This design comes from an exercise in tuning for small area, a short achievable clock period and few clock cycles per item on the open sky130 flow, not from production work. RTL that was checked went through simulation tests only; none was proved equivalent to the original. Function not checked in run 1: the RTL went through the layout flow alone.

## flow/design.v (module list and top-level ports; edited modules follow where they fit)
// module fp_mul_pipe: 2109 lines
// module fp_mul_fa: 10 lines
// module fp_mul_ha: 9 lines
// module fp_mul_sched: 80 lines
// module fp_mul_sched_top: 33 lines
module fp_mul_sched_top (
    input  logic         clk,
    input  logic         reset_n,
    input  logic [3:0]   req_valid,
    input  logic [127:0] req_x,
    input  logic [127:0] req_y,
    output logic [3:0]   req_ready,
    output logic         res_valid,
    input  logic         res_ready,
    output logic [1:0]   res_id,
    output logic [31:0]  res_data,
    output logic [4:0]   res_flags,
    output logic         busy
);
  // ...
==> flow/flow/run.sh <==
#!/bin/bash
# Layout flow: the standard flow (standard.sh) with two changes after synthesis:
# the port buffers are the small sky130_fd_sc_hd__buf_1 instead of the delay cell
# buffer_ports picks by default, and timing repair may swap a cell for one with a
# different footprint (MATCH_CELL_FOOTPRINT=0), so those buffers can be resized.
# Synthesis is the standard one, unchanged. Each step's output goes to its own log here.
set -uo pipefail
bash standard.sh synth > synth.log 2>&1 || exit 1
bash standard.sh "BUFFER_PORTS_ARGS=-buffer_cell sky130_fd_sc_hd__buf_1" MATCH_CELL_FOOTPRINT=0 finish > layout.log 2>&1 || exit 1
==> flow/standard.sh <==
#!/bin/bash
# synth_recipe.tcl (not shown) runs the flow's synth.tcl, then flattens the netlist and writes it again
# the make line also repeats each setting of config.mk as NAME=value (left out here)
make -C /OpenROAD-flow-scripts/flow DESIGN_CONFIG=/design/flow/config.mk WORK_HOME=/design/flow/orfs CLKGATE_MAP_FILE= SYNTH_SCRIPT=/design/flow/synth_recipe.tcl "${@:-finish}"
==> flow/config.mk <==
export PLATFORM = sky130hd
export DESIGN_NAME = fp_mul_sched_top
export DESIGN_NICKNAME = fp_mul_sched_top
export VERILOG_FILES = /design/flow/design.v
export SDC_FILE = /design/flow/constraint.sdc
export NUM_CORES = 4
export LEC_CHECK = 0
export ABC_AREA = 1
export CAP_MARGIN = 20
export CORE_MARGIN = 2
export CORE_UTILIZATION = 40
export SETUP_SLACK_MARGIN = 4.5
export SLEW_MARGIN = 20
export SYNTH_HIERARCHICAL = 1
==> flow/constraint.sdc <==
create_clock -name core_clock -period 10.5 [get_ports {clk}]
set_input_delay 2.1000 -clock core_clock [delete_from_list [all_inputs] [get_ports {clk}]]
set_output_delay 2.1000 -clock core_clock [all_outputs]
set_load 0.01 [all_outputs]
==> impl_metrics.csv, run 1 <==
group,metric,value,unit
cells_and_area,multi_input_area,17000,sq um
die,start_util,40.4,%
cts,hold_buffers,0,
cells_and_area,final_cell_mix,"nand2_1, buf_1, xor2_1, buf_4, o22ai_1",
outcome,status,"timing/DRC/antenna clean",
sta,grt_setup_unrepaired,"yes",
route,via_count,20524,
synthesis,ys_seq_area_share,17.0,%
synthesis,synth_top_family_by_area,"adder cells",
route,viasPerCell,5.90,
sta,slew_headroom,39.2,%
synthesis,synth_top_area_cell,"fa_1",
worst_setup_path,crit_chain,"buf_6 -> nand2_2 -> nand3_4 -> nand2_2 -> nand2_1 -> nand4_1 -> inv_6 -> o22ai_2 -> xor2_1 -> fa_1 -> fa_1 -> fa_1 -> ha_4 -> ha_4 -> nand4_1 -> o221a_2 -> o41ai_2",
synthesis,synth.ff_latch_count,115,
global_routing,grt_pass1_wl,118000,microns
worst_setup_path,arrival,6.79,ns
synthesis,syn_area,20200,sq um
global_routing,met3_usage,8.83,%
worst_setup_path,r2r_end,"u_sched.u_mul.lcq",
global_routing,globalRoute.busiestLayer,"met2",
placed_design,post-place-cells,3139,
synthesis,synthTopCellsByCount,"nand2_1, xor2_1, o22ai_1",
route,drt_pre_antenna_iters,8,
sta,final_max_slew_viol_count,0,
route,topRoutingLayerUsed,"met5",
worst_setup_path,r2r_slack,5.03,ns
global_routing,grt_start_max_net_pins,71,
route,drc_errors,0,
cts,clock-root-buffer,"clkbuf_16",
synthesis,yosysWarnings,8,
cells_and_area,largest_register_ffs,93,
==> run 2: changes to the inputs <==
--- a/flow/design.v
+++ b/flow/design.v
@@ -977,17 +977,17 @@
     logic s629;
     logic c630;
     logic s631;
     logic c632;
     logic s633;
     logic c634;
     logic s635;
     logic c636;
-    logic [92:0] m_c, mq;
+    logic [100:0] m_c, mq;
     logic        sgn_q, zero_q, nan_q, inf_q, lcq;
     logic [7:0]  e0_q;
     logic        unf0_q, unf1_q, ovf0_q, ovf1_q;
     assign a = {1'b1, x_i[22:0]};
     assign b = {1'b1, y_i[22:0]};
     always_comb begin
         zero_c = (x_i[30:23] == 8'd0) || (y_i[30:23] == 8'd0);
         nan_c  = !zero_c && ((x_i[30:23] == 8'hFF && x_i[22:0] != 23'd0) ||
@@ -1641,68 +1641,68 @@
     fp_mul_ha u_s559 (.a(c484), .b(s485), .s(s559), .co(c560));
     fp_mul_ha u_s561 (.a(c486), .b(s487), .s(s561), .co(c562));
     fp_mul_ha u_s563 (.a(c488), .b(s489), .s(s563), .co(c564));
     fp_mul_ha u_s565 (.a(c490), .b(s491), .s(s565), .co(c566));
     fp_mul_ha u_s567 (.a(c492), .b(s493), .s(s567), .co(c568));
     fp_mul_ha u_s569 (.a(c494), .b(s495), .s(s569), .co(c570));
     fp_mul_ha u_s571 (.a(c496), .b(s497), .s(s571), .co(c572));
     fp_mul_ha u_s573 (.a(c498), .b(s499), .s(s573), .co(c574));
-    logic [12:0] lowsum;
-    assign lowsum = {1'b0, s501, c380, c378, c376, s375, c196, c194, s193, c2, s1, pp0_1, pp0_0} + {1'b0, s29, s381, s379, s377, pp3_1, s197, s195, neg[2], s3, neg[1], 1'b0, neg[0]};
-    assign m_c = {s573, c572, s571, c570, s569, c568, s567, c566, s565, c564, s563, c562, s561, c560, s559, c558, s557, c556, s555, c554, s479, s553, c552, s475, s551, c550, s471, s549, c548, s467, s547, c546, s463, s545, c544, s459, s543, c542, s455, s541, c540, s451, s539, c538, s447, s537, c536, s443, s535, c534, s439, s533, c532, s435, s531, c530, s431, s529, c528, s427, s527, c526, s423, s525, c524, s419, s523, c522, s415, s521, c520, s411, s519, c518, s407, s517, c516, s403, s515, c514, s399, s513, c512, s511, c510, s509, c508, s507, c506, s505, c504, s503, c502};
+    logic [8:0] lowsum;
+    assign lowsum = {1'b0, s375, c196, c194, s193, c2, s1, pp0_1, pp0_0} + {1'b0, pp3_1, s197, s195, neg[2], s3, neg[1], 1'b0, neg[0]};
+    assign m_c = {s573, c572, s571, c570, s569, c568, s567, c566, s565, c564, s563, c562, s561, c560, s559, c558, s557, c556, s555, c554, s479, s553, c552, s475, s551, c550, s471, s549, c548, s467, s547, c546, s463, s545, c544, s459, s543, c542, s455, s541, c540, s451, s539, c538, s447, s537, c536, s443, s535, c534, s439, s533, c532, s435, s531, c530, s431, s529, c528, s427, s527, c526, s423, s525, c524, s419, s523, c522, s415, s521, c520, s411, s519, c518, s407, s517, c516, s403, s515, c514, s399, s513, c512, s511, c510, s509, c508, s507, c506, s505, c504, s503, c502, s29, s501, s381, c380, s379, c378, s377, c376};
     always_ff @(posedge clk) begin
         if (en_i) begin
             mq     <= m_c;
             sgn_q  <= sgn_c;
             zero_q <= zero_c;
             nan_q  <= nan_c;
             inf_q  <= inf_c;
             e0_q   <= e0_c;
             unf0_q <= unf0_c;
             unf1_q <= unf1_c;
             ovf0_q <= ovf0_c;
             ovf1_q <= ovf1_c;
-            lcq    <= lowsum[12];
+            lcq    <= lowsum[8];
         end
     end
-    fp_mul_ha u_s575 (.a(mq[10]), .b(mq[11]), .s(s575), .co(c576));
-    fp_mul_fa u_s577 (.a(mq[13]), .b(mq[14]), .c(mq[15]), .s(s577), .co(c578));
-    fp_mul_fa u_s579 (.a(mq[16]), .b(mq[17]), .c(mq[18]), .s(s579), .co(c580));
-    fp_mul_fa u_s581 (.a(mq[19]), .b(mq[20]), .c(mq[21]), .s(s581), .co(c582));
-    fp_mul_fa u_s583 (.a(mq[22]), .b(mq[23]), .c(mq[24]), .s(s583), .co(c584));
-    fp_mul_fa u_s585 (.a(mq[25]), .b(mq[26]), .c(mq[27]), .s(s585), .co(c586));
-    fp_mul_fa u_s587 (.a(mq[28]), .b(mq[29]), .c(mq[30]), .s(s587), .co(c588));
-    fp_mul_fa u_s589 (.a(mq[31]), .b(mq[32]), .c(mq[33]), .s(s589), .co(c590));
-    fp_mul_fa u_s591 (.a(mq[34]), .b(mq[35]), .c(mq[36]), .s(s591), .co(c592));
-    fp_mul_fa u_s593 (.a(mq[37]), .b(mq[38]), .c(mq[39]), .s(s593), .co(c594));
-    fp_mul_fa u_s595 (.a(mq[40]), .b(mq[41]), .c(mq[42]), .s(s595), .co(c596));
-    fp_mul_fa u_s597 (.a(mq[43]), .b(mq[44]), .c(mq[45]), .s(s597), .co(c598));
-    fp_mul_fa u_s599 (.a(mq[46]), .b(mq[47]), .c(mq[48]), .s(s599), .co(c600));
-    fp_mul_fa u_s601 (.a(mq[49]), .b(mq[50]), .c(mq[51]), .s(s601), .co(c602));
-    fp_mul_fa u_s603 (.a(mq[52]), .b(mq[53]), .c(mq[54]), .s(s603), .co(c604));
-    fp_mul_fa u_s605 (.a(mq[55]), .b(mq[56]), .c(mq[57]), .s(s605), .co(c606));
-    fp_mul_fa u_s607 (.a(mq[58]), .b(mq[59]), .c(mq[60]), .s(s607), .co(c608));
-    fp_mul_fa u_s609 (.a(mq[61]), .b(mq[62]), .c(mq[63]), .s(s609), .co(c610));
-    fp_mul_fa u_s611 (.a(mq[64]), .b(mq[65]), .c(mq[66]), .s(s611), .co(c612));
-    fp_mul_fa u_s613 (.a(mq[67]), .b(mq[68]), .c(mq[69]), .s(s613), .co(c614));
-    fp_mul_fa u_s615 (.a(mq[70]), .b(mq[71]), .c(mq[72]), .s(s615), .co(c616));
-    fp_mul_ha u_s617 (.a(mq[73]), .b(mq[74]), .s(s617), .co(c618));
-    fp_mul_ha u_s619 (.a(mq[75]), .b(mq[76]), .s(s619), .co(c620));
-    fp_mul_ha u_s621 (.a(mq[77]), .b(mq[78]), .s(s621), .co(c622));
-    fp_mul_ha u_s623 (.a(mq[79]), .b(mq[80]), .s(s623), .co(c624));
-    fp_mul_ha u_s625 (.a(mq[81]), .b(mq[82]), .s(s625), .co(c626));
-    fp_mul_ha u_s627 (.a(mq[83]), .b(mq[84]), .s(s627), .co(c628));
-    fp_mul_ha u_s629 (.a(mq[85]), .b(mq[86]), .s(s629), .co(c630));
-    fp_mul_ha u_s631 (.a(mq[87]), .b(mq[88]), .s(s631), .co(c632));
-    fp_mul_ha u_s633 (.a(mq[89]), .b(mq[90]), .s(s633), .co(c634));
-    fp_mul_ha u_s635 (.a(mq[91]), .b(mq[92]), .s(s635), .co(c636));
-    logic [47:12] prod;
-    logic [36:0] pg, pp_;   
-    logic [35:0] hp;
+    fp_mul_ha u_s575 (.a(mq[18]), .b(mq[19]), .s(s575), .co(c576));
+    fp_mul_fa u_s577 (.a(mq[21]), .b(mq[22]), .c(mq[23]), .s(s577), .co(c578));
+    fp_mul_fa u_s579 (.a(mq[24]), .b(mq[25]), .c(mq[26]), .s(s579), .co(c580));
+    fp_mul_fa u_s581 (.a(mq[27]), .b(mq[28]), .c(mq[29]), .s(s581), .co(c582));
+    fp_mul_fa u_s583 (.a(mq[30]), .b(mq[31]), .c(mq[32]), .s(s583), .co(c584));
+    fp_mul_fa u_s585 (.a(mq[33]), .b(mq[34]), .c(mq[35]), .s(s585), .co(c586));
+    fp_mul_fa u_s587 (.a(mq[36]), .b(mq[37]), .c(mq[38]), .s(s587), .co(c588));
+    fp_mul_fa u_s589 (.a(mq[39]), .b(mq[40]), .c(mq[41]), .s(s589), .co(c590));
+    fp_mul_fa u_s591 (.a(mq[42]), .b(mq[43]), .c(mq[44]), .s(s591), .co(c592));
+    fp_mul_fa u_s593 (.a(mq[45]), .b(mq[46]), .c(mq[47]), .s(s593), .co(c594));
+    fp_mul_fa u_s595 (.a(mq[48]), .b(mq[49]), .c(mq[50]), .s(s595), .co(c596));
+    fp_mul_fa u_s597 (.a(mq[51]), .b(mq[52]), .c(mq[53]), .s(s597), .co(c598));
+    fp_mul_fa u_s599 (.a(mq[54]), .b(mq[55]), .c(mq[56]), .s(s599), .co(c600));
+    fp_mul_fa u_s601 (.a(mq[57]), .b(mq[58]), .c(mq[59]), .s(s601), .co(c602));
+    fp_mul_fa u_s603 (.a(mq[60]), .b(mq[61]), .c(mq[62]), .s(s603), .co(c604));
+    fp_mul_fa u_s605 (.a(mq[63]), .b(mq[64]), .c(mq[65]), .s(s605), .co(c606));
+    fp_mul_fa u_s607 (.a(mq[66]), .b(mq[67]), .c(mq[68]), .s(s607), .co(c608));
+    fp_mul_fa u_s609 (.a(mq[69]), .b(mq[70]), .c(mq[71]), .s(s609), .co(c610));
+    fp_mul_fa u_s611 (.a(mq[72]), .b(mq[73]), .c(mq[74]), .s(s611), .co(c612));
+    fp_mul_fa u_s613 (.a(mq[75]), .b(mq[76]), .c(mq[77]), .s(s613), .co(c614));
+    fp_mul_fa u_s615 (.a(mq[78]), .b(mq[79]), .c(mq[80]), .s(s615), .co(c616));
+    fp_mul_ha u_s617 (.a(mq[81]), .b(mq[82]), .s(s617), .co(c618));
+    fp_mul_ha u_s619 (.a(mq[83]), .b(mq[84]), .s(s619), .co(c620));
+    fp_mul_ha u_s621 (.a(mq[85]), .b(mq[86]), .s(s621), .co(c622));
+    fp_mul_ha u_s623 (.a(mq[87]), .b(mq[88]), .s(s623), .co(c624));
+    fp_mul_ha u_s625 (.a(mq[89]), .b(mq[90]), .s(s625), .co(c626));
+    fp_mul_ha u_s627 (.a(mq[91]), .b(mq[92]), .s(s627), .co(c628));
+    fp_mul_ha u_s629 (.a(mq[93]), .b(mq[94]), .s(s629), .co(c630));
+    fp_mul_ha u_s631 (.a(mq[95]), .b(mq[96]), .s(s631), .co(c632));
+    fp_mul_ha u_s633 (.a(mq[97]), .b(mq[98]), .s(s633), .co(c634));
+    fp_mul_ha u_s635 (.a(mq[99]), .b(mq[100]), .s(s635), .co(c636));
+    logic [47:8] prod;
+    logic [40:0] pg, pp_;   
+    logic [39:0] hp;
     assign pg[0] = lcq;
     assign pp_[0] = 1'b0;
     assign hp[0] = mq[0] ^ mq[1];
     assign pg[1] = mq[0] & mq[1];
     assign pp_[1] = mq[0] | mq[1];
     assign hp[1] = mq[2] ^ mq[3];
     assign pg[2] = mq[2] & mq[3];
     assign pp_[2] = mq[2] | mq[3];
@@ -1710,109 +1710,121 @@
     assign pg[3] = mq[4] & mq[5];
     assign pp_[3] = mq[4] | mq[5];
     assign hp[3] = mq[6] ^ mq[7];
     assign pg[4] = mq[6] & mq[7];
     assign pp_[4] = mq[6] | mq[7];
     assign hp[4] = mq[8] ^ mq[9];
     assign pg[5] = mq[8] & mq[9];
     assign pp_[5] = mq[8] | mq[9];
-    assign hp[5] = s575 ^ mq[12];
-    assign pg[6] = s575 & mq[12];
-    assign pp_[6] = s575 | mq[12];
-    assign hp[6] = c576 ^ s577;
-    assign pg[7] = c576 & s577;
-    assign pp_[7] = c576 | s577;
-    assign hp[7] = c578 ^ s579;
-    assign pg[8] = c578 & s579;
-    assign pp_[8] = c578 | s579;
-    assign hp[8] = c580 ^ s581;
-    assign pg[9] = c580 & s581;
-    assign pp_[9] = c580 | s581;
-    assign hp[9] = c582 ^ s583;
-    assign pg[10] = c582 & s583;
-    assign pp_[10] = c582 | s583;
-    assign hp[10] = c584 ^ s585;
-    assign pg[11] = c584 & s585;
-    assign pp_[11] = c584 | s585;
-    assign hp[11] = c586 ^ s587;
-    assign pg[12] = c586 & s587;
-    assign pp_[12] = c586 | s587;
-    assign hp[12] = c588 ^ s589;
-    assign pg[13] = c588 & s589;
-    assign pp_[13] = c588 | s589;
-    assign hp[13] = c590 ^ s591;
-    assign pg[14] = c590 & s591;
-    assign pp_[14] = c590 | s591;
-    assign hp[14] = c592 ^ s593;
-    assign pg[15] = c592 & s593;
-    assign pp_[15] = c592 | s593;
-    assign hp[15] = c594 ^ s595;
-    assign pg[16] = c594 & s595;
-    assign pp_[16] = c594 | s595;
-    assign hp[16] = c596 ^ s597;
-    assign pg[17] = c596 & s597;
-    assign pp_[17] = c596 | s597;
-    assign hp[17] = c598 ^ s599;
-    assign pg[18] = c598 & s599;
-    assign pp_[18] = c598 | s599;
-    assign hp[18] = c600 ^ s601;
-    assign pg[19] = c600 & s601;
-    assign pp_[19] = c600 | s601;
-    assign hp[19] = c602 ^ s603;
-    assign pg[20] = c602 & s603;
-    assign pp_[20] = c602 | s603;
-    assign hp[20] = c604 ^ s605;
-    assign pg[21] = c604 & s605;
-    assign pp_[21] = c604 | s605;
-    assign hp[21] = c606 ^ s607;
-    assign pg[22] = c606 & s607;
-    assign pp_[22] = c606 | s607;
-    assign hp[22] = c608 ^ s609;
-    assign pg[23] = c608 & s609;
-    assign pp_[23] = c608 | s609;
-    assign hp[23] = c610 ^ s611;
-    assign pg[24] = c610 & s611;
-    assign pp_[24] = c610 | s611;
-    assign hp[24] = c612 ^ s613;
-    assign pg[25] = c612 & s613;
-    assign pp_[25] = c612 | s613;
-    assign hp[25] = c614 ^ s615;
-    assign pg[26] = c614 & s615;
-    assign pp_[26] = c614 | s615;
-    assign hp[26] = c616 ^ s617;
-    assign pg[27] = c616 & s617;
-    assign pp_[27] = c616 | s617;
-    assign hp[27] = c618 ^ s619;
-    assign pg[28] = c618 & s619;
-    assign pp_[28] = c618 | s619;
-    assign hp[28] = c620 ^ s621;
-    assign pg[29] = c620 & s621;
-    assign pp_[29] = c620 | s621;
-    assign hp[29] = c622 ^ s623;
-    assign pg[30] = c622 & s623;
-    assign pp_[30] = c622 | s623;
-    assign hp[30] = c624 ^ s625;
-    assign pg[31] = c624 & s625;
-    assign pp_[31] = c624 | s625;
-    assign hp[31] = c626 ^ s627;
-    assign pg[32] = c626 & s627;
-    assign pp_[32] = c626 | s627;
-    assign hp[32] = c628 ^ s629;
-    assign pg[33] = c628 & s629;
-    assign pp_[33] = c628 | s629;
-    assign hp[33] = c630 ^ s631;
-    assign pg[34] = c630 & s631;
-    assign pp_[34] = c630 | s631;
-    assign hp[34] = c632 ^ s633;
-    assign pg[35] = c632 & s633;
-    assign pp_[35] = c632 | s633;
-    assign hp[35] = c634 ^ s635;
-    assign pg[36] = c634 & s635;
-    assign pp_[36] = c634 | s635;
+    assign hp[5] = mq[10] ^ mq[11];
+    assign pg[6] = mq[10] & mq[11];
+    assign pp_[6] = mq[10] | mq[11];
+    assign hp[6] = mq[12] ^ mq[13];
+    assign pg[7] = mq[12] & mq[13];
+    assign pp_[7] = mq[12] | mq[13];
+    assign hp[7] = mq[14] ^ mq[15];
+    assign pg[8] = mq[14] & mq[15];
+    assign pp_[8] = mq[14] | mq[15];
+    assign hp[8] = mq[16] ^ mq[17];
+    assign pg[9] = mq[16] & mq[17];
+    assign pp_[9] = mq[16] | mq[17];
+    assign hp[9] = s575 ^ mq[20];
+    assign pg[10] = s575 & mq[20];
+    assign pp_[10] = s575 | mq[20];
+    assign hp[10] = c576 ^ s577;
+    assign pg[11] = c576 & s577;
+    assign pp_[11] = c576 | s577;
+    assign hp[11] = c578 ^ s579;
+    assign pg[12] = c578 & s579;
+    assign pp_[12] = c578 | s579;
+    assign hp[12] = c580 ^ s581;
+    assign pg[13] = c580 & s581;
+    assign pp_[13] = c580 | s581;
+    assign hp[13] = c582 ^ s583;
+    assign pg[14] = c582 & s583;
+    assign pp_[14] = c582 | s583;
+    assign hp[14] = c584 ^ s585;
+    assign pg[15] = c584 & s585;
+    assign pp_[15] = c584 | s585;
+    assign hp[15] = c586 ^ s587;
+    assign pg[16] = c586 & s587;
+    assign pp_[16] = c586 | s587;
+    assign hp[16] = c588 ^ s589;
+    assign pg[17] = c588 & s589;
+    assign pp_[17] = c588 | s589;
+    assign hp[17] = c590 ^ s591;
+    assign pg[18] = c590 & s591;
+    assign pp_[18] = c590 | s591;
+    assign hp[18] = c592 ^ s593;
+    assign pg[19] = c592 & s593;
+    assign pp_[19] = c592 | s593;
+    assign hp[19] = c594 ^ s595;
+    assign pg[20] = c594 & s595;
+    assign pp_[20] = c594 | s595;
+    assign hp[20] = c596 ^ s597;
+    assign pg[21] = c596 & s597;
+    assign pp_[21] = c596 | s597;
+    assign hp[21] = c598 ^ s599;
+    assign pg[22] = c598 & s599;
+    assign pp_[22] = c598 | s599;
+    assign hp[22] = c600 ^ s601;
+    assign pg[23] = c600 & s601;
+    assign pp_[23] = c600 | s601;
+    assign hp[23] = c602 ^ s603;
+    assign pg[24] = c602 & s603;
+    assign pp_[24] = c602 | s603;
+    assign hp[24] = c604 ^ s605;
+    assign pg[25] = c604 & s605;
+    assign pp_[25] = c604 | s605;
+    assign hp[25] = c606 ^ s607;
+    assign pg[26] = c606 & s607;
+    assign pp_[26] = c606 | s607;
+    assign hp[26] = c608 ^ s609;
+    assign pg[27] = c608 & s609;
+    assign pp_[27] = c608 | s609;
+    assign hp[27] = c610 ^ s611;
+    assign pg[28] = c610 & s611;
+    assign pp_[28] = c610 | s611;
+    assign hp[28] = c612 ^ s613;
+    assign pg[29] = c612 & s613;
+    assign pp_[29] = c612 | s613;
+    assign hp[29] = c614 ^ s615;
+    assign pg[30] = c614 & s615;
+    assign pp_[30] = c614 | s615;
+    assign hp[30] = c616 ^ s617;
+    assign pg[31] = c616 & s617;
+    assign pp_[31] = c616 | s617;
+    assign hp[31] = c618 ^ s619;
+    assign pg[32] = c618 & s619;
+    assign pp_[32] = c618 | s619;
+    assign hp[32] = c620 ^ s621;
+    assign pg[33] = c620 & s621;
+    assign pp_[33] = c620 | s621;
+    assign hp[33] = c622 ^ s623;
+    assign pg[34] = c622 & s623;
+    assign pp_[34] = c622 | s623;
+    assign hp[34] = c624 ^ s625;
+    assign pg[35] = c624 & s625;
+    assign pp_[35] = c624 | s625;
+    assign hp[35] = c626 ^ s627;
+    assign pg[36] = c626 & s627;
+    assign pp_[36] = c626 | s627;
+    assign hp[36] = c628 ^ s629;
+    assign pg[37] = c628 & s629;
+    assign pp_[37] = c628 | s629;
+    assign hp[37] = c630 ^ s631;
+    assign pg[38] = c630 & s631;
+    assign pp_[38] = c630 | s631;
+    assign hp[38] = c632 ^ s633;
+    assign pg[39] = c632 & s633;
+    assign pp_[39] = c632 | s633;
+    assign hp[39] = c634 ^ s635;
+    assign pg[40] = c634 & s635;
+    assign pp_[40] = c634 | s635;
     logic cg1, cp1;
     assign cg1 = pg[1] | (pp_[1] & pg[0]);
     assign cp1 = pp_[1] & pp_[0];
     logic cg2, cp2;
     assign cg2 = pg[3] | (pp_[3] & pg[2]);
     assign cp2 = pp_[3] & pp_[2];
     logic cg3, cp3;
     assign cg3 = pg[5] | (pp_[5] & pg[4]);
@@ -1858,267 +1870,307 @@
     assign cp16 = pp_[31] & pp_[30];
     logic cg17, cp17;
     assign cg17 = pg[33] | (pp_[33] & pg[32]);
     assign cp17 = pp_[33] & pp_[32];
     logic cg18, cp18;
     assign cg18 = pg[35] | (pp_[35] & pg[34]);
     assign cp18 = pp_[35] & pp_[34];
     logic cg19, cp19;
-    assign cg19 = pg[2] | (pp_[2] & cg1);
-    assign cp19 = pp_[2] & cp1;
+    assign cg19 = pg[37] | (pp_[37] & pg[36]);
+    assign cp19 = pp_[37] & pp_[36];
     logic cg20, cp20;
-    assign cg20 = cg2 | (cp2 & cg1);
-    assign cp20 = cp2 & cp1;
+    assign cg20 = pg[39] | (pp_[39] & pg[38]);
+    assign cp20 = pp_[39] & pp_[38];
     logic cg21, cp21;
-    assign cg21 = pg[6] | (pp_[6] & cg3);
-    assign cp21 = pp_[6] & cp3;
+    assign cg21 = pg[2] | (pp_[2] & cg1);
+    assign cp21 = pp_[2] & cp1;
     logic cg22, cp22;
-    assign cg22 = cg4 | (cp4 & cg3);
-    assign cp22 = cp4 & cp3;
+    assign cg22 = cg2 | (cp2 & cg1);
+    assign cp22 = cp2 & cp1;
     logic cg23, cp23;
-    assign cg23 = pg[10] | (pp_[10] & cg5);
-    assign cp23 = pp_[10] & cp5;
+    assign cg23 = pg[6] | (pp_[6] & cg3);
+    assign cp23 = pp_[6] & cp3;
     logic cg24, cp24;
-    assign cg24 = cg6 | (cp6 & cg5);
-    assign cp24 = cp6 & cp5;
+    assign cg24 = cg4 | (cp4 & cg3);
+    assign cp24 = cp4 & cp3;
     logic cg25, cp25;
-    assign cg25 = pg[14] | (pp_[14] & cg7);
-    assign cp25 = pp_[14] & cp7;
+    assign cg25 = pg[10] | (pp_[10] & cg5);
+    assign cp25 = pp_[10] & cp5;
     logic cg26, cp26;
-    assign cg26 = cg8 | (cp8 & cg7);
-    assign cp26 = cp8 & cp7;
+    assign cg26 = cg6 | (cp6 & cg5);
+    assign cp26 = cp6 & cp5;
     logic cg27, cp27;
-    assign cg27 = pg[18] | (pp_[18] & cg9);
-    assign cp27 = pp_[18] & cp9;
+    assign cg27 = pg[14] | (pp_[14] & cg7);
+    assign cp27 = pp_[14] & cp7;
     logic cg28, cp28;
-    assign cg28 = cg10 | (cp10 & cg9);
-    assign cp28 = cp10 & cp9;
+    assign cg28 = cg8 | (cp8 & cg7);
+    assign cp28 = cp8 & cp7;
     logic cg29, cp29;
-    assign cg29 = pg[22] | (pp_[22] & cg11);
-    assign cp29 = pp_[22] & cp11;
+    assign cg29 = pg[18] | (pp_[18] & cg9);
+    assign cp29 = pp_[18] & cp9;
     logic cg30, cp30;
-    assign cg30 = cg12 | (cp12 & cg11);
-    assign cp30 = cp12 & cp11;
+    assign cg30 = cg10 | (cp10 & cg9);
+    assign cp30 = cp10 & cp9;
     logic cg31, cp31;
-    assign cg31 = pg[26] | (pp_[26] & cg13);
-    assign cp31 = pp_[26] & cp13;
+    assign cg31 = pg[22] | (pp_[22] & cg11);
+    assign cp31 = pp_[22] & cp11;
     logic cg32, cp32;
-    assign cg32 = cg14 | (cp14 & cg13);
-    assign cp32 = cp14 & cp13;
+    assign cg32 = cg12 | (cp12 & cg11);
+    assign cp32 = cp12 & cp11;
     logic cg33, cp33;
-    assign cg33 = pg[30] | (pp_[30] & cg15);
-    assign cp33 = pp_[30] & cp15;
+    assign cg33 = pg[26] | (pp_[26] & cg13);
+    assign cp33 = pp_[26] & cp13;
     logic cg34, cp34;
-    assign cg34 = cg16 | (cp16 & cg15);
-    assign cp34 = cp16 & cp15;
+    assign cg34 = cg14 | (cp14 & cg13);
+    assign cp34 = cp14 & cp13;
     logic cg35, cp35;
-    assign cg35 = pg[34] | (pp_[34] & cg17);
-    assign cp35 = pp_[34] & cp17;
+    assign cg35 = pg[30] | (pp_[30] & cg15);
+    assign cp35 = pp_[30] & cp15;
     logic cg36, cp36;
-    assign cg36 = cg18 | (cp18 & cg17);
-    assign cp36 = cp18 & cp17;
+    assign cg36 = cg16 | (cp16 & cg15);
+    assign cp36 = cp16 & cp15;
     logic cg37, cp37;
-    assign cg37 = pg[4] | (pp_[4] & cg20);
-    assign cp37 = pp_[4] & cp20;
+    assign cg37 = pg[34] | (pp_[34] & cg17);
+    assign cp37 = pp_[34] & cp17;
     logic cg38, cp38;
-    assign cg38 = cg3 | (cp3 & cg20);
-    assign cp38 = cp3 & cp20;
+    assign cg38 = cg18 | (cp18 & cg17);
+    assign cp38 = cp18 & cp17;
     logic cg39, cp39;
-    assign cg39 = cg21 | (cp21 & cg20);
-    assign cp39 = cp21 & cp20;
+    assign cg39 = pg[38] | (pp_[38] & cg19);
+    assign cp39 = pp_[38] & cp19;
     logic cg40, cp40;
-    assign cg40 = cg22 | (cp22 & cg20);
-    assign cp40 = cp22 & cp20;
+    assign cg40 = cg20 | (cp20 & cg19);
+    assign cp40 = cp20 & cp19;
     logic cg41, cp41;
-    assign cg41 = pg[12] | (pp_[12] & cg24);
-    assign cp41 = pp_[12] & cp24;
+    assign cg41 = pg[4] | (pp_[4] & cg22);
+    assign cp41 = pp_[4] & cp22;
     logic cg42, cp42;
-    assign cg42 = cg7 | (cp7 & cg24);
-    assign cp42 = cp7 & cp24;
+    assign cg42 = cg3 | (cp3 & cg22);
+    assign cp42 = cp3 & cp22;
     logic cg43, cp43;
-    assign cg43 = cg25 | (cp25 & cg24);
-    assign cp43 = cp25 & cp24;
+    assign cg43 = cg23 | (cp23 & cg22);
+    assign cp43 = cp23 & cp22;
     logic cg44, cp44;
-    assign cg44 = cg26 | (cp26 & cg24);
-    assign cp44 = cp26 & cp24;
+    assign cg44 = cg24 | (cp24 & cg22);
+    assign cp44 = cp24 & cp22;
     logic cg45, cp45;
-    assign cg45 = pg[20] | (pp_[20] & cg28);
-    assign cp45 = pp_[20] & cp28;
+    assign cg45 = pg[12] | (pp_[12] & cg26);
+    assign cp45 = pp_[12] & cp26;
     logic cg46, cp46;
-    assign cg46 = cg11 | (cp11 & cg28);
-    assign cp46 = cp11 & cp28;
+    assign cg46 = cg7 | (cp7 & cg26);
+    assign cp46 = cp7 & cp26;
     logic cg47, cp47;
-    assign cg47 = cg29 | (cp29 & cg28);
-    assign cp47 = cp29 & cp28;
+    assign cg47 = cg27 | (cp27 & cg26);
+    assign cp47 = cp27 & cp26;
     logic cg48, cp48;
-    assign cg48 = cg30 | (cp30 & cg28);
-    assign cp48 = cp30 & cp28;
+    assign cg48 = cg28 | (cp28 & cg26);
+    assign cp48 = cp28 & cp26;
     logic cg49, cp49;
-    assign cg49 = pg[28] | (pp_[28] & cg32);
-    assign cp49 = pp_[28] & cp32;
+    assign cg49 = pg[20] | (pp_[20] & cg30);
+    assign cp49 = pp_[20] & cp30;
     logic cg50, cp50;
-    assign cg50 = cg15 | (cp15 & cg32);
-    assign cp50 = cp15 & cp32;
+    assign cg50 = cg11 | (cp11 & cg30);
+    assign cp50 = cp11 & cp30;
     logic cg51, cp51;
-    assign cg51 = cg33 | (cp33 & cg32);
-    assign cp51 = cp33 & cp32;
+    assign cg51 = cg31 | (cp31 & cg30);
+    assign cp51 = cp31 & cp30;
     logic cg52, cp52;
-    assign cg52 = cg34 | (cp34 & cg32);
-    assign cp52 = cp34 & cp32;
+    assign cg52 = cg32 | (cp32 & cg30);
+    assign cp52 = cp32 & cp30;
     logic cg53, cp53;
-    assign cg53 = pg[36] | (pp_[36] & cg36);
-    assign cp53 = pp_[36] & cp36;
+    assign cg53 = pg[28] | (pp_[28] & cg34);
+    assign cp53 = pp_[28] & cp34;
     logic cg54, cp54;
-    assign cg54 = pg[8] | (pp_[8] & cg40);
-    assign cp54 = pp_[8] & cp40;
+    assign cg54 = cg15 | (cp15 & cg34);
+    assign cp54 = cp15 & cp34;
     logic cg55, cp55;
-    assign cg55 = cg5 | (cp5 & cg40);
-    assign cp55 = cp5 & cp40;
+    assign cg55 = cg35 | (cp35 & cg34);
+    assign cp55 = cp35 & cp34;
     logic cg56, cp56;
-    assign cg56 = cg23 | (cp23 & cg40);
-    assign cp56 = cp23 & cp40;
+    assign cg56 = cg36 | (cp36 & cg34);
+    assign cp56 = cp36 & cp34;
     logic cg57, cp57;
-    assign cg57 = cg24 | (cp24 & cg40);
-    assign cp57 = cp24 & cp40;
+    assign cg57 = pg[36] | (pp_[36] & cg38);
+    assign cp57 = pp_[36] & cp38;
     logic cg58, cp58;
-    assign cg58 = cg41 | (cp41 & cg40);
-    assign cp58 = cp41 & cp40;
+    assign cg58 = cg19 | (cp19 & cg38);
+    assign cp58 = cp19 & cp38;
     logic cg59, cp59;
-    assign cg59 = cg42 | (cp42 & cg40);
-    assign cp59 = cp42 & cp40;
+    assign cg59 = cg39 | (cp39 & cg38);
+    assign cp59 = cp39 & cp38;
     logic cg60, cp60;
-    assign cg60 = cg43 | (cp43 & cg40);
-    assign cp60 = cp43 & cp40;
+    assign cg60 = cg40 | (cp40 & cg38);
+    assign cp60 = cp40 & cp38;
     logic cg61, cp61;
-    assign cg61 = cg44 | (cp44 & cg40);
-    assign cp61 = cp44 & cp40;
+    assign cg61 = pg[8] | (pp_[8] & cg44);
+    assign cp61 = pp_[8] & cp44;
     logic cg62, cp62;
-    assign cg62 = pg[24] | (pp_[24] & cg48);
-    assign cp62 = pp_[24] & cp48;
+    assign cg62 = cg5 | (cp5 & cg44);
+    assign cp62 = cp5 & cp44;
     logic cg63, cp63;
-    assign cg63 = cg13 | (cp13 & cg48);
-    assign cp63 = cp13 & cp48;
+    assign cg63 = cg25 | (cp25 & cg44);
+    assign cp63 = cp25 & cp44;
     logic cg64, cp64;
-    assign cg64 = cg31 | (cp31 & cg48);
-    assign cp64 = cp31 & cp48;
+    assign cg64 = cg26 | (cp26 & cg44);
+    assign cp64 = cp26 & cp44;
     logic cg65, cp65;
-    assign cg65 = cg32 | (cp32 & cg48);
-    assign cp65 = cp32 & cp48;
+    assign cg65 = cg45 | (cp45 & cg44);
+    assign cp65 = cp45 & cp44;
     logic cg66, cp66;
-    assign cg66 = cg49 | (cp49 & cg48);
-    assign cp66 = cp49 & cp48;
+    assign cg66 = cg46 | (cp46 & cg44);
+    assign cp66 = cp46 & cp44;
     logic cg67, cp67;
-    assign cg67 = cg50 | (cp50 & cg48);
-    assign cp67 = cp50 & cp48;
+    assign cg67 = cg47 | (cp47 & cg44);
+    assign cp67 = cp47 & cp44;
     logic cg68, cp68;
-    assign cg68 = cg51 | (cp51 & cg48);
-    assign cp68 = cp51 & cp48;
+    assign cg68 = cg48 | (cp48 & cg44);
+    assign cp68 = cp48 & cp44;
     logic cg69, cp69;
-    assign cg69 = cg52 | (cp52 & cg48);
-    assign cp69 = cp52 & cp48;
+    assign cg69 = pg[24] | (pp_[24] & cg52);
+    assign cp69 = pp_[24] & cp52;
     logic cg70, cp70;
-    assign cg70 = pg[16] | (pp_[16] & cg61);
-    assign cp70 = pp_[16] & cp61;
+    assign cg70 = cg13 | (cp13 & cg52);
+    assign cp70 = cp13 & cp52;
     logic cg71, cp71;
-    assign cg71 = cg9 | (cp9 & cg61);
-    assign cp71 = cp9 & cp61;
+    assign cg71 = cg33 | (cp33 & cg52);
+    assign cp71 = cp33 & cp52;
     logic cg72, cp72;
-    assign cg72 = cg27 | (cp27 & cg61);
-    assign cp72 = cp27 & cp61;
+    assign cg72 = cg34 | (cp34 & cg52);
+    assign cp72 = cp34 & cp52;
     logic cg73, cp73;
-    assign cg73 = cg28 | (cp28 & cg61);
-    assign cp73 = cp28 & cp61;
+    assign cg73 = cg53 | (cp53 & cg52);
+    assign cp73 = cp53 & cp52;
     logic cg74, cp74;
-    assign cg74 = cg45 | (cp45 & cg61);
-    assign cp74 = cp45 & cp61;
+    assign cg74 = cg54 | (cp54 & cg52);
+    assign cp74 = cp54 & cp52;
     logic cg75, cp75;
-    assign cg75 = cg46 | (cp46 & cg61);
-    assign cp75 = cp46 & cp61;
+    assign cg75 = cg55 | (cp55 & cg52);
+    assign cp75 = cp55 & cp52;
     logic cg76, cp76;
-    assign cg76 = cg47 | (cp47 & cg61);
-    assign cp76 = cp47 & cp61;
+    assign cg76 = cg56 | (cp56 & cg52);
+    assign cp76 = cp56 & cp52;
     logic cg77, cp77;
-    assign cg77 = cg48 | (cp48 & cg61);
-    assign cp77 = cp48 & cp61;
+    assign cg77 = pg[40] | (pp_[40] & cg60);
+    assign cp77 = pp_[40] & cp60;
     logic cg78, cp78;
-    assign cg78 = cg62 | (cp62 & cg61);
-    assign cp78 = cp62 & cp61;
+    assign cg78 = pg[16] | (pp_[16] & cg68);
+    assign cp78 = pp_[16] & cp68;
     logic cg79, cp79;
-    assign cg79 = cg63 | (cp63 & cg61);
-    assign cp79 = cp63 & cp61;
+    assign cg79 = cg9 | (cp9 & cg68);
+    assign cp79 = cp9 & cp68;
     logic cg80, cp80;
-    assign cg80 = cg64 | (cp64 & cg61);
-    assign cp80 = cp64 & cp61;
+    assign cg80 = cg29 | (cp29 & cg68);
+    assign cp80 = cp29 & cp68;
     logic cg81, cp81;
-    assign cg81 = cg65 | (cp65 & cg61);
-    assign cp81 = cp65 & cp61;
+    assign cg81 = cg30 | (cp30 & cg68);
+    assign cp81 = cp30 & cp68;
     logic cg82, cp82;
-    assign cg82 = cg66 | (cp66 & cg61);
-    assign cp82 = cp66 & cp61;
+    assign cg82 = cg49 | (cp49 & cg68);
+    assign cp82 = cp49 & cp68;
     logic cg83, cp83;
-    assign cg83 = cg67 | (cp67 & cg61);
-    assign cp83 = cp67 & cp61;
+    assign cg83 = cg50 | (cp50 & cg68);
+    assign cp83 = cp50 & cp68;
     logic cg84, cp84;
-    assign cg84 = cg68 | (cp68 & cg61);
-    assign cp84 = cp68 & cp61;
+    assign cg84 = cg51 | (cp51 & cg68);
+    assign cp84 = cp51 & cp68;
     logic cg85, cp85;
-    assign cg85 = cg69 | (cp69 & cg61);
-    assign cp85 = cp69 & cp61;
+    assign cg85 = cg52 | (cp52 & cg68);
+    assign cp85 = cp52 & cp68;
     logic cg86, cp86;
-    assign cg86 = pg[32] | (pp_[32] & cg85);
-    assign cp86 = pp_[32] & cp85;
+    assign cg86 = cg69 | (cp69 & cg68);
+    assign cp86 = cp69 & cp68;
     logic cg87, cp87;
-    assign cg87 = cg17 | (cp17 & cg85);
-    assign cp87 = cp17 & cp85;
+    assign cg87 = cg70 | (cp70 & cg68);
+    assign cp87 = cp70 & cp68;
     logic cg88, cp88;
-    assign cg88 = cg35 | (cp35 & cg85);
-    assign cp88 = cp35 & cp85;
+    assign cg88 = cg71 | (cp71 & cg68);
+    assign cp88 = cp71 & cp68;
     logic cg89, cp89;
-    assign cg89 = cg36 | (cp36 & cg85);
-    assign cp89 = cp36 & cp85;
+    assign cg89 = cg72 | (cp72 & cg68);
+    assign cp89 = cp72 & cp68;
     logic cg90, cp90;
-    assign cg90 = cg53 | (cp53 & cg85);
-    assign cp90 = cp53 & cp85;
-    assign prod[12] = hp[0] ^ pg[0];
-    assign prod[13] = hp[1] ^ cg1;
-    assign prod[14] = hp[2] ^ cg19;
-    assign prod[15] = hp[3] ^ cg20;
-    assign prod[16] = hp[4] ^ cg37;
-    assign prod[17] = hp[5] ^ cg38;
-    assign prod[18] = hp[6] ^ cg39;
-    assign prod[19] = hp[7] ^ cg40;
-    assign prod[20] = hp[8] ^ cg54;
-    assign prod[21] = hp[9] ^ cg55;
-    assign prod[22] = hp[10] ^ cg56;
-    assign prod[23] = hp[11] ^ cg57;
-    assign prod[24] = hp[12] ^ cg58;
-    assign prod[25] = hp[13] ^ cg59;
-    assign prod[26] = hp[14] ^ cg60;
-    assign prod[27] = hp[15] ^ cg61;
-    assign prod[28] = hp[16] ^ cg70;
-    assign prod[29] = hp[17] ^ cg71;
-    assign prod[30] = hp[18] ^ cg72;
-    assign prod[31] = hp[19] ^ cg73;
-    assign prod[32] = hp[20] ^ cg74;
-    assign prod[33] = hp[21] ^ cg75;
-    assign prod[34] = hp[22] ^ cg76;
-    assign prod[35] = hp[23] ^ cg77;
-    assign prod[36] = hp[24] ^ cg78;
-    assign prod[37] = hp[25] ^ cg79;
-    assign prod[38] = hp[26] ^ cg80;
-    assign prod[39] = hp[27] ^ cg81;
-    assign prod[40] = hp[28] ^ cg82;
-    assign prod[41] = hp[29] ^ cg83;
-    assign prod[42] = hp[30] ^ cg84;
-    assign prod[43] = hp[31] ^ cg85;
-    assign prod[44] = hp[32] ^ cg86;
-    assign prod[45] = hp[33] ^ cg87;
-    assign prod[46] = hp[34] ^ cg88;
-    assign prod[47] = hp[35] ^ cg89;
+    assign cg90 = cg73 | (cp73 & cg68);
+    assign cp90 = cp73 & cp68;
+    logic cg91, cp91;
+    assign cg91 = cg74 | (cp74 & cg68);
+    assign cp91 = cp74 & cp68;
+    logic cg92, cp92;
+    assign cg92 = cg75 | (cp75 & cg68);
+    assign cp92 = cp75 & cp68;
+    logic cg93, cp93;
+    assign cg93 = cg76 | (cp76 & cg68);
+    assign cp93 = cp76 & cp68;
+    logic cg94, cp94;
+    assign cg94 = pg[32] | (pp_[32] & cg93);
+    assign cp94 = pp_[32] & cp93;
+    logic cg95, cp95;
+    assign cg95 = cg17 | (cp17 & cg93);
+    assign cp95 = cp17 & cp93;
+    logic cg96, cp96;
+    assign cg96 = cg37 | (cp37 & cg93);
+    assign cp96 = cp37 & cp93;
+    logic cg97, cp97;
+    assign cg97 = cg38 | (cp38 & cg93);
+    assign cp97 = cp38 & cp93;
+    logic cg98, cp98;
+    assign cg98 = cg57 | (cp57 & cg93);
+    assign cp98 = cp57 & cp93;
+    logic cg99, cp99;
+    assign cg99 = cg58 | (cp58 & cg93);
+    assign cp99 = cp58 & cp93;
+    logic cg100, cp100;
+    assign cg100 = cg59 | (cp59 & cg93);
+    assign cp100 = cp59 & cp93;
+    logic cg101, cp101;
+    assign cg101 = cg60 | (cp60 & cg93);
+    assign cp101 = cp60 & cp93;
+    logic cg102, cp102;
+    assign cg102 = cg77 | (cp77 & cg93);
+    assign cp102 = cp77 & cp93;
+    assign prod[8] = hp[0] ^ pg[0];
+    assign prod[9] = hp[1] ^ cg1;
+    assign prod[10] = hp[2] ^ cg21;
+    assign prod[11] = hp[3] ^ cg22;
+    assign prod[12] = hp[4] ^ cg41;
+    assign prod[13] = hp[5] ^ cg42;
+    assign prod[14] = hp[6] ^ cg43;
+    assign prod[15] = hp[7] ^ cg44;
+    assign prod[16] = hp[8] ^ cg61;
+    assign prod[17] = hp[9] ^ cg62;
+    assign prod[18] = hp[10] ^ cg63;
+    assign prod[19] = hp[11] ^ cg64;
+    assign prod[20] = hp[12] ^ cg65;
+    assign prod[21] = hp[13] ^ cg66;
+    assign prod[22] = hp[14] ^ cg67;
+    assign prod[23] = hp[15] ^ cg68;
+    assign prod[24] = hp[16] ^ cg78;
+    assign prod[25] = hp[17] ^ cg79;
+    assign prod[26] = hp[18] ^ cg80;
+    assign prod[27] = hp[19] ^ cg81;
+    assign prod[28] = hp[20] ^ cg82;
+    assign prod[29] = hp[21] ^ cg83;
+    assign prod[30] = hp[22] ^ cg84;
+    assign prod[31] = hp[23] ^ cg85;
+    assign prod[32] = hp[24] ^ cg86;
+    assign prod[33] = hp[25] ^ cg87;
+    assign prod[34] = hp[26] ^ cg88;
+    assign prod[35] = hp[27] ^ cg89;
+    assign prod[36] = hp[28] ^ cg90;
+    assign prod[37] = hp[29] ^ cg91;
+    assign prod[38] = hp[30] ^ cg92;
+    assign prod[39] = hp[31] ^ cg93;
+    assign prod[40] = hp[32] ^ cg94;
+    assign prod[41] = hp[33] ^ cg95;
+    assign prod[42] = hp[34] ^ cg96;
+    assign prod[43] = hp[35] ^ cg97;
+    assign prod[44] = hp[36] ^ cg98;
+    assign prod[45] = hp[37] ^ cg99;
+    assign prod[46] = hp[38] ^ cg100;
+    assign prod[47] = hp[39] ^ cg101;
     logic        norm, unf, ovf, kill;
     logic [7:0]  e0p1, e;
     logic [22:0] man;
     always_comb begin
         norm    = prod[47];
         e0p1    = e0_q + 8'd1;
         e       = norm ? e0p1 : e0_q;
         man     = norm ? prod[46:24] : prod[45:23];
--- a/flow/config.mk
+++ b/flow/config.mk
@@ -4,11 +4,11 @@
 export VERILOG_FILES = /design/flow/design.v
 export SDC_FILE = /design/flow/constraint.sdc
 export NUM_CORES = 4
 export LEC_CHECK = 0
 export ABC_AREA = 1
 export CAP_MARGIN = 20
 export CORE_MARGIN = 2
 export CORE_UTILIZATION = 40
-export SETUP_SLACK_MARGIN = 4.5
+export SETUP_SLACK_MARGIN = 4.25
 export SLEW_MARGIN = 20
 export SYNTH_HIERARCHICAL = 1
==> impl_metrics.csv, run 2 <==
group,metric,value,unit
synthesis,syn_area,20400,sq um
synthesis,synth.ff_latch_count,123,
worst_setup_path,worstPathRequired,10.68,ns
cts,clk_pin_slew,0.07,ns
cells_and_area,area_growth,20.9,%
cts,cts_inserted_buffers,17,
synthesis,syn_inst,2292,
die,rows,82,
cells_and_area,regMostFlops,"u_sched.u_mul.mq",
synthesis,synthTopCellsByCount,"nand2_1, xor2_1, o22ai_1",
synthesis,synth_top_area_cell,"fa_1",
placed_design,post-place-cells,3141,
cells_and_area,final_cell_mix,"nand2_1, buf_1, xor2_1, o22ai_1, fa_1",
cells_and_area,finalNetCount,3310,
cts,clock_latency,0.46,ns
cells_and_area,drive_gt1_share,15.0,%
sta,skew,0.0143,ns
worst_setup_path,critPathMaxFanout,15,
cells_and_area,largest_register_ffs,101,
cts,hold_buffers,0,
route,drt-wirelength-per-cell,23.8,microns
cells_and_area,diodes,0,
cts,cts_tree,"done",
synthesis,synth-compound-area-share,11.0,%
synthesis,synth_fa_ha_area_share,34.1,%
die,start_util,40.6,%
cts,htreeDepth,4,
sta,tightestPinTransition,0.828,ns
global_routing,grt_use_met1,35.7,%
global_routing,grt_pass1_wl,115000,microns
synthesis,synth_top_cell_area_share,25.1,%
worst_setup_path,crit_path_start_kind,"input pin",
route,ant_nets,0,
cells_and_area,fin_cells,3330,
worst_setup_path,cp-end-kind,"flop",
global_routing,met3_usage,8.88,%
die,io_pins,308,
sta,setup_viol,0,
die,dieArea,52700,sq um
route,drt_pre_antenna_iters,6,
cells_and_area,reg.largest.list,"u_sched.u_mul.mq x101, u_sched.u_mul.e0_q x8",
sta,timing.final.crit_share,59.3,%
worst_setup_path,arrival,6.41,ns
die,core_area,50200,sq um
sta,clock.fmax,161,MHz
synthesis,yosysWarnings,8,
placed_design,pre_cts_ws,2.68,ns
sta,worst_slack,4.28,ns
global_routing,grt_start_max_net_pins,62,
die,die_w,230,microns
cells_and_area,finish.utilization,49.1,%
global_routing,antenna_found_initial,2,
route,drt_wl_total,79100,microns
synthesis,synth_edf_count,120,
sta,grt_setup_unrepaired,"yes",
synthesis,synth_mux_area_share,0,%
worst_setup_path,r2r_slack,5.45,ns
synthesis,synth_cell_types,53,
global_routing,globalRoute.busiestLayer,"met2",
global_routing,grt_pass1_vias,19301,
placed_design,io_buffer_count,307,
run,drv_cap,0,
min_path,holdCritPathClass,"reg2reg",
global_routing,grt_usage,28.9,%
die,die_y,230,microns
cts,clkSinkCount,123,
synthesis,async_reset_ff_share,2.44,%
route,drc_errors,0,
synthesis,synth_area_leaders,"fa_1, edfxtp_1, xor2_1",
synthesis,syn_nets,2957,
synthesis,synth_xor_area_share,14.0,%
synthesis,synth_top_family_by_area,"adder cells",
sta,final_max_slew_viol_count,0,
global_routing,grt_overflow,0,
outcome,status,"timing/DRC/antenna clean",
synthesis,ys_seq_area_share,18.1,%
cts,clock-root-buffer,"clkbuf_16",
synthesis,yosys.area_share.simple,15.1,%
synthesis,ys.flop_type,"edfxtp_1",
route,drt_iter0_drc,2488,
synthesis,synth_most_common_cell,"nand2_1",
sta,finalCriticalPeriod,6.22,ns
synthesis,avgSynthCellArea,8.89,sq um
cts,cts_buffer_depth,2,
route,via_count,19494,
global_routing,grtUsageMet2,46.4,%
placed_design,gp_congestion,0.950,
placed_design,place_hpwl,50700,microns
sta,setup_tns,0,ns
sta,hold_viol,0,
worst_setup_path,crit_type,"in2reg",
route,viasPerCell,5.85,
sta,slew_headroom,44.5,%
cells_and_area,layout_commonest_cell,"nand2_1",
run 2: changes by cell type in the layout (fill, tap and decap cells not counted), moves of 18 or more:
| cell | change |
|---|---|
| buf_6 | -24 |
| fa_2 | -79 |
| buf_4 | -75 |
| inv_1 | +18 |
| nand3_1 | -19 |
| o22ai_2 | -35 |
| buf_12 | -19 |
| fa_1 | +79 |
| o22ai_1 | +51 |
| o21ai_0 | +18 |
run 2: per-module statistics from Yosys (local to each module, per instance), excerpt:
module | area, sq um | cells | copies in the design
fp_mul_pipe | 12700 | 1584 | 1
fp_mul_ha | 12.5 | 1 | 56
fp_mul_fa | 20.0 | 1 | 252
run 2: final cells by class:
class / count / area, sq um
Inverter: 220 / 950
Sequential cell: 123 / 3680
Clock buffer: 17 / 425
Timing Repair inverter: 22 / 161
Tap cell: 672 / 841
Clock inverter: 15 / 223
Fill cell: 4625 / 25600
Timing Repair Buffer: 467 / 2670
Multi-Input combinational cell: 1794 / 15700
run 2: worst paths after layout:
path / start / endpoint / cells past startpoint
max reg2reg: u_sched.last_q[0] / u_sched.u_mul.mq[22] / 16
max: req_valid[0] / u_sched.u_mul.mq[34] / 19
max in group asynchronous: reset_n / u_sched.last_q[0] / 1
min reg2reg: u_sched.last_q[0] / u_sched.last_q[0] / 2
min: u_sched.last_q[0] / u_sched.last_q[0] / 2
min in group asynchronous: reset_n / u_sched.vld_q / 1
run 2: layer usage:
metal / share of wire [%] / wire (microns)
met5: 0.015 / 12
met4: 4.8 / 3840
met3: 12 / 9690
met2: 46 / 36300
met1: 37 / 29300
run 2: logic make-up (layout without fill, tap and decap cells):
family                     count (synthesis)  count (layout)
and+or+nand+nor                          695             699
adders and majority gates                402             402
buffers and inverters                    379             741
AOI/OAI and AO/OA                        367             367
xor gates and xnor gates                 325             325
DFF                                      123             123
other                                      1               1
run 2: per-stage QoR:
stage / hold slack (ns) / area (sq um)
after floorplan: 0.455 / 20400
after global placement: 0.475 / 21800
after detailed placement: 0.470 / 21800
after CTS: 0.488 / 23900
after global routing: 0.528 / 24600
final: 0.499 / 24600
run 2: repair_timing:
item | 4_1_cts | 5_1_grt
pin swaps | 25 | 43
gates cloned | 24 | 7
buffers inserted | 92 | 34
resized for setup | 115 | 104
endpoints found under the setup margin | 125 | 103
run 2: critical path: stages:
cell        delay [ns]
buf_1             0.15
inv_1             0.09
nand4_1           0.09
nand2_1           0.08
nand2_2           0.12
inv_4             0.09
clkbuf_16         0.20
nand2_1           0.07
nand4_1           0.07
buf_4             0.17
ha_4              0.32
clkinvlp_4        0.20
buf_4             0.21
o22ai_1           0.20
xor2_1            0.32
fa_1              0.50
fa_1              0.51
fa_1              0.43
fa_1              0.47
Testbench counts of run 2, summed over its fixed seeds: cycles 2,056, items 2,048.
==> run 3: changes to the inputs <==
--- a/flow/config.mk
+++ b/flow/config.mk
@@ -9,6 +9,7 @@
 export CAP_MARGIN = 20
 export CORE_MARGIN = 2
 export CORE_UTILIZATION = 40
-export SETUP_SLACK_MARGIN = 4.25
+export GPL_ROUTABILITY_DRIVEN = 0
+export SETUP_SLACK_MARGIN = 4.0
 export SLEW_MARGIN = 20
 export SYNTH_HIERARCHICAL = 1
==> impl_metrics.csv, run 3 <==
group,metric,value,unit
min_path,min_from,"u_sched.last_q[0]",
synthesis,ys.flop_type,"edfxtp_1",
synthesis,yosysWarnings,8,
cells_and_area,multi_input_area,15400,sq um
worst_setup_path,crit_type,"in2reg",
cts,clock_latency,0.46,ns
global_routing,grt_overflow,0,
synthesis,syn_inst,2292,
synthesis,syn_area,20400,sq um
route,ant_nets,0,
global_routing,antenna_found_initial,0,
worst_setup_path,crit_start,"req_valid[1]",
cells_and_area,regMostFlops,"u_sched.u_mul.mq",
synthesis,synth_cell_types,53,
sta,timing.final.crit_share,61.9,%
sta,hold_viol,0,
cells_and_area,area_growth,16.7,%
die,die_y,230,microns
run,drv_cap,0,
synthesis,avgSynthCellArea,8.89,sq um
worst_setup_path,critPathMaxFanout,12,
worst_setup_path,cp-end-kind,"flop",
cts,cts_tree,"done",
sta,final_max_slew_viol_count,0,
route,drt_wl_total,75500,microns
route,viasPerCell,5.90,
synthesis,synth_area_leaders,"fa_1, edfxtp_1, xor2_1",
cells_and_area,regArea,3680,sq um
sta,setup_viol,0,
cts,clock-root-buffer,"clkbuf_16",
sta,tightestPinTransition,0.837,ns
cts,cts_buffer_depth,2,
global_routing,grt_pass1_vias,19231,
cells_and_area,diodes,0,
die,dieArea,52700,sq um
worst_setup_path,worstPathRequired,10.69,ns
sta,grt_setup_unrepaired,"yes",
global_routing,grt_pass1_wl,109000,microns
sta,skew,0.0205,ns
global_routing,grt_usage,26.9,%
route,drt_iter0_drc,2364,
synthesis,synth_top_area_cell,"fa_1",
die,io_pins,308,
route,via_count,19306,
synthesis,synth_most_common_cell,"nand2_1",
global_routing,grt_start_max_net_pins,65,
synthesis,synth_top_cell_area_share,25.1,%
placed_design,io_buffer_count,307,
cells_and_area,fin_cells,3273,
worst_setup_path,arrival,6.69,ns
cells_and_area,drive_gt1_share,10.8,%
sta,finalCriticalPeriod,6.50,ns
die,core_area,50200,sq um
sta,setup_tns,0,ns
placed_design,placed_area,21800,sq um
outcome,status,"timing/DRC/antenna clean",
synthesis,ys_seq_area_share,18.1,%
route,drt_pre_antenna_iters,6,
placed_design,place_hpwl,49200,microns
cts,clkSinkCount,123,
sta,slew_headroom,44.2,%
synthesis,syn_nets,2957,
cells_and_area,finalNetCount,3253,
sta,clock.fmax,154,MHz
cells_and_area,final_cell_mix,"nand2_1, buf_1, xor2_1, o22ai_1, fa_1",
cells_and_area,layout_commonest_cell,"nand2_1",
cells_and_area,stdcell_area,23800,sq um
synthesis,async_reset_ff_share,2.44,%
cts,clk_pin_slew,0.07,ns
cells_and_area,largest_register_ffs,101,
cts,htreeDepth,4,
placed_design,post-place-cells,3140,
cells_and_area,finish.utilization,47.4,%
die,die_w,230,microns
worst_setup_path,crit_path_start_kind,"input pin",
route,drc_errors,0,
synthesis,synthTopCellsByCount,"nand2_1, xor2_1, o22ai_1",
cts,cts_inserted_buffers,17,
die,start_util,40.6,%
synthesis,synth_edf_count,120,
cells_and_area,fill_cells,4726,
worst_setup_path,r2r-start,"u_sched.last_q[1]",
synthesis,synth.ff_latch_count,123,
route,drt-wirelength-per-cell,23.1,microns
die,rows,82,
min_path,holdCritPathClass,"reg2reg",
cells_and_area,reg.largest.list,"u_sched.u_mul.mq x101, u_sched.u_mul.e0_q x8",
## run 3: cells by family after synthesis
logic type	share of synthesized area [%]
and+or+nand+nor	15.1
DFF	18.1
AOI/OAI and AO/OA	11.0
adders and majority gates	34.1
xor gates and xnor gates	14.0
other	0.0184
buffers and inverters	7.82
## run 3: repair_timing
| item | in CTS | in global routing |
|---|---|---|
| pin swaps | 4 | 16 |
| setup endpoints to repair | 94 | 96 |
| gates resized for setup | 69 | 66 |
| setup buffers | 23 | 50 |
| hold buffers | 0 | 0 |
| gates cloned | 16 | 12 |
## run 3: worst max-delay path: stages
cell and delay, ns:
buf_1 0.17, nand3_2 0.22, nand2_2 0.22, nor2_4 0.06, buf_4 0.18, nand2_1 0.13
nand4_1 0.24, buf_4 0.22, o21ai_2 0.40, nand2_4 0.25, o22ai_1 0.22, xor2_1 0.23
fa_1 0.50, fa_1 0.48, fa_1 0.53, fa_1 0.51
## run 3: final cells by class
type                    instances  area share, %
well taps                     672           3.54
inverters                     220           3.93
multi-input cells            1795           64.8
flip-flops and latches        123           15.5
repair buffers                410           8.92
clock buffers                  19           1.82
clock inverters                13          0.816
repair inverters               21          0.663
## run 3: stage by stage
step	hold WS (ns)	setup WS, ns
5_1_grt	0.520	3.94
2_1_floorplan	0.455	4.07
3_3_place_gp	0.475	2.79
4_1_cts	0.490	3.98
6_report	0.492	4.00
3_5_place_dp	0.485	2.69
## run 3: path summary, 6_finish.rpt
| kind | end | slack (ns) | cells after the start |
|---|---|---|---|
| worst min register to register | u_sched.last_q[0] | 0.49 | 2 |
| worst max register to register | u_sched.u_mul.mq[49] | 5.26 | 14 |
| worst min-delay path | u_sched.last_q[0] | 0.49 | 2 |
| min in group asynchronous | u_sched.vld_q | 1.43 | 1 |
| worst max-delay path | u_sched.u_mul.mq[64] | 4.00 | 16 |
| max in group asynchronous | u_sched.last_q[0] | 8.82 | 1 |
## run 3: modules after synthesis, one instance, submodules excluded, a selection
module,times used,cells
fp_mul_fa,252,1
fp_mul_ha,56,1
fp_mul_pipe,1,1584
## run 3: metal layers
layer	GRT usage, %	share of wire [%]
met4	13.8	5.9
met3	8.22	12
met1	33.3	38
met2	42.5	44
met5	0	0.058
==> run 4: changes to the inputs <==
--- a/flow/config.mk
+++ b/flow/config.mk
@@ -9,7 +9,7 @@
 export CAP_MARGIN = 20
 export CORE_MARGIN = 2
 export CORE_UTILIZATION = 40
-export GPL_ROUTABILITY_DRIVEN = 0
+export PLACE_DENSITY = 0.75
 export SETUP_SLACK_MARGIN = 4.0
 export SLEW_MARGIN = 20
 export SYNTH_HIERARCHICAL = 1
==> impl_metrics.csv, run 4 <==
group,metric,value,unit
cells_and_area,fill_cells,4667,
worst_setup_path,r2r_slack,5.19,ns
synthesis,syn_inst,2292,
cells_and_area,reg.largest.list,"u_sched.u_mul.mq x101, u_sched.u_mul.e0_q x8",
worst_setup_path,crit_type,"in2reg",
worst_setup_path,cp-end-kind,"flop",
cells_and_area,regMostFlops,"u_sched.u_mul.mq",
min_path,holdCritPathClass,"reg2reg",
cells_and_area,largest_register_ffs,101,
cells_and_area,area_growth,14.7,%
cells_and_area,layout_commonest_cell,"nand2_1",
die,dieArea,52700,sq um
placed_design,place_hpwl,47000,microns
route,drt_iter0_drc,2647,
global_routing,grtUsageMet2,38.8,%
die,rows,82,
cts,cts_inserted_buffers,17,
synthesis,syn_area,20400,sq um
cells_and_area,drive_gt1_share,9.21,%
sta,clock.fmax,155,MHz
synthesis,synth_top_area_cell,"fa_1",
synthesis,synth_most_common_cell,"nand2_1",
die,die_y,230,microns
synthesis,synth.ff_latch_count,123,
global_routing,grt_pass1_vias,18489,
cts,clk_pin_slew,0.07,ns
worst_setup_path,critPathMaxFanout,12,
synthesis,synth_cell_types,53,
cts,cts_tree,"done",
worst_setup_path,crit_start,"req_valid[2]",
worst_setup_path,crit_path_start_kind,"input pin",
cts,htreeDepth,4,
global_routing,grt_use_met1,32.3,%
placed_design,gp_congestion,0.942,
sta,timing.final.crit_share,61.3,%
worst_setup_path,r2r_end,"u_sched.u_mul.mq[70]",
route,via_count,19145,
synthesis,syn_nets,2957,
cells_and_area,stdcell_area,23400,sq um
worst_setup_path,rr_worst_depth,16,
cts,clock_latency,0.46,ns
global_routing,antenna_found_initial,1,
synthesis,synth_area_leaders,"fa_1, edfxtp_1, xor2_1",
die,die_w,230,microns
die,io_pins,308,
global_routing,grt_usage,25.4,%
route,viasPerCell,5.90,
sta,finalCriticalPeriod,6.44,ns
route,drc_errors,0,
route,drt_pre_antenna_iters,8,
outcome,status,"timing/DRC/antenna clean",
die,start_util,40.6,%
placed_design,placed_area,21900,sq um
synthesis,avgSynthCellArea,8.89,sq um
placed_design,io_buffer_count,307,
cts,hold_buffers,0,
route,ant_nets,0,
global_routing,grt_overflow,0,
synthesis,synth_edf_count,120,
global_routing,globalRoute.busiestLayer,"met2",
cells_and_area,fin_cells,3246,
synthesis,yosysWarnings,8,
run,drv_cap,0,
worst_setup_path,arrival,6.63,ns
worst_setup_path,r2r-start,"u_sched.last_q[1]",
run 4: cell counts after synthesis:
No cell type changed its count.
run 4: what timing repair did:
action                     CTS  global route
resized for setup           38            57
gates cloned                 9             7
pin swaps                    2             8
buffers inserted             9            42
setup endpoints to repair   92            93
run 4: layout make-up:
type | count | area (sq um) | share of cell area [%]
sequential | 123 | 3680 | 15.8
multi-input combinational | 1790 | 15300 | 65.3
timing repair inverter | 15 | 106 | 0.455
inverter | 220 | 922 | 3.95
clock buffer | 17 | 425 | 1.82
antenna | 1 | 2.50 | 0.0107
tap | 672 | 841 | 3.60
clock inverter | 15 | 138 | 0.589
timing repair buffer | 393 | 1990 | 8.52
run 4: per-layer routing:
metal  routed length (microns)  share of wire (%)
met1                     26500                 37
met2                     31000                 44
met4                      3490                4.9
met3                      9800                 14
met5                         0                  0
run 4: how the worst min path moves through the flow:
| stage | start | endpoint | slack (ns) | depth (start not counted) |
|---|---|---|---|---|
| after global placement | u_sched.last_q[0] | u_sched.last_q[0] | 0.48 | 2 |
| after CTS | u_sched.last_q[0] | u_sched.last_q[0] | 0.49 | 2 |
| after detailed placement | u_sched.last_q[0] | u_sched.last_q[0] | 0.48 | 2 |
| final | u_sched.last_q[0] | u_sched.last_q[0] | 0.49 | 2 |
| after floorplan | u_sched.last_q[0] | u_sched.last_q[0] | 0.46 | 2 |
| after global routing | u_sched.last_q[0] | u_sched.last_q[0] | 0.53 | 2 |
run 4: cells by family after synthesis:
kind of cell / synth area share, %
AOI/OAI and AO/OA: 11.0
xor gates and xnor gates: 14.0
adders and majority gates: 34.1
buffers and inverters: 7.82
DFF: 18.1
other: 0.0184
and+or+nand+nor: 15.1
run 4: through the flow:
step / hold WS, ns / util, % / setup WS, ns
final: 0.494 / 46.6 / 4.06
after global routing: 0.531 / 46.6 / 3.94
after CTS: 0.494 / 45.2 / 3.97
after detailed placement: 0.484 / 43.6 / 2.71
after global placement: 0.479 / 43.6 / 2.88
after floorplan: 0.455 / - / 4.07
run 4: modules after synthesis, one instance, submodules excluded, a selection:
| module | cell area (sq um) | flip-flops and latches |
|---|---|---|
| fp_mul_fa | 20.0 | 0 |
| fp_mul_ha | 12.5 | 0 |
| fp_mul_pipe | 12700 | 118 |
run 4: critical path, stage by stage:
cell and delay [ns]:
buf_1 0.22, nand3b_1 0.15, nand2_1 0.09, nand2_4 0.14, clkinv_4 0.13, buf_4 0.21
nand2_1 0.06, nand4_1 0.22, ha_1 0.55, clkinvlp_4 0.18, buf_12 0.17, o22ai_1 0.19
xor2_1 0.28, fa_1 0.49, fa_1 0.43, fa_1 0.50, fa_1 0.50

[separate check: timing with driven ports]
How much do the figures lean on ideal ports? The routed layouts below were timed once more, with nothing changed but the port constraints. Step 1 (the two cells are an assumption about what drives the block):
set clk [get_ports {clk}]
set_driving_cell -lib_cell sky130_fd_sc_hd__clkbuf_16 $clk
set_driving_cell -lib_cell sky130_fd_sc_hd__buf_2 [delete_from_list [all_inputs] $clk]
Step 2 also shifts input and output timing later by t, the mid clock arrival at the registers, as if the neighbouring blocks saw the same clock. a / b / c = no drivers / after step 1 / after step 2; a / b = the first two.
run | shift t [ns] | slack for setup (ns) | worst register clock-pin slew, ns | worst slew at a driven data input, ns | cell pins on the clock port's net
run 1 | 0.503 | 3.976 / 3.898 / 3.395 | 0.07 / 0.07 | 0.13 | 1
run 2 | 0.510 | 4.275 / 4.309 / 3.799 | 0.08 / 0.08 | 0.11 | 1
run 3 | 0.504 | 4.002 / 4.032 / 3.528 | 0.08 / 0.08 | 0.11 | 1
run 4 | 0.509 | 4.062 / 4.082 / 3.573 | 0.07 / 0.07 | 0.07 | 1
After both steps setup and hold are still met in every run listed. The setup slack of run 1, which loses most, moves by -0.078 ns with the drivers and by -0.581 ns with both steps.
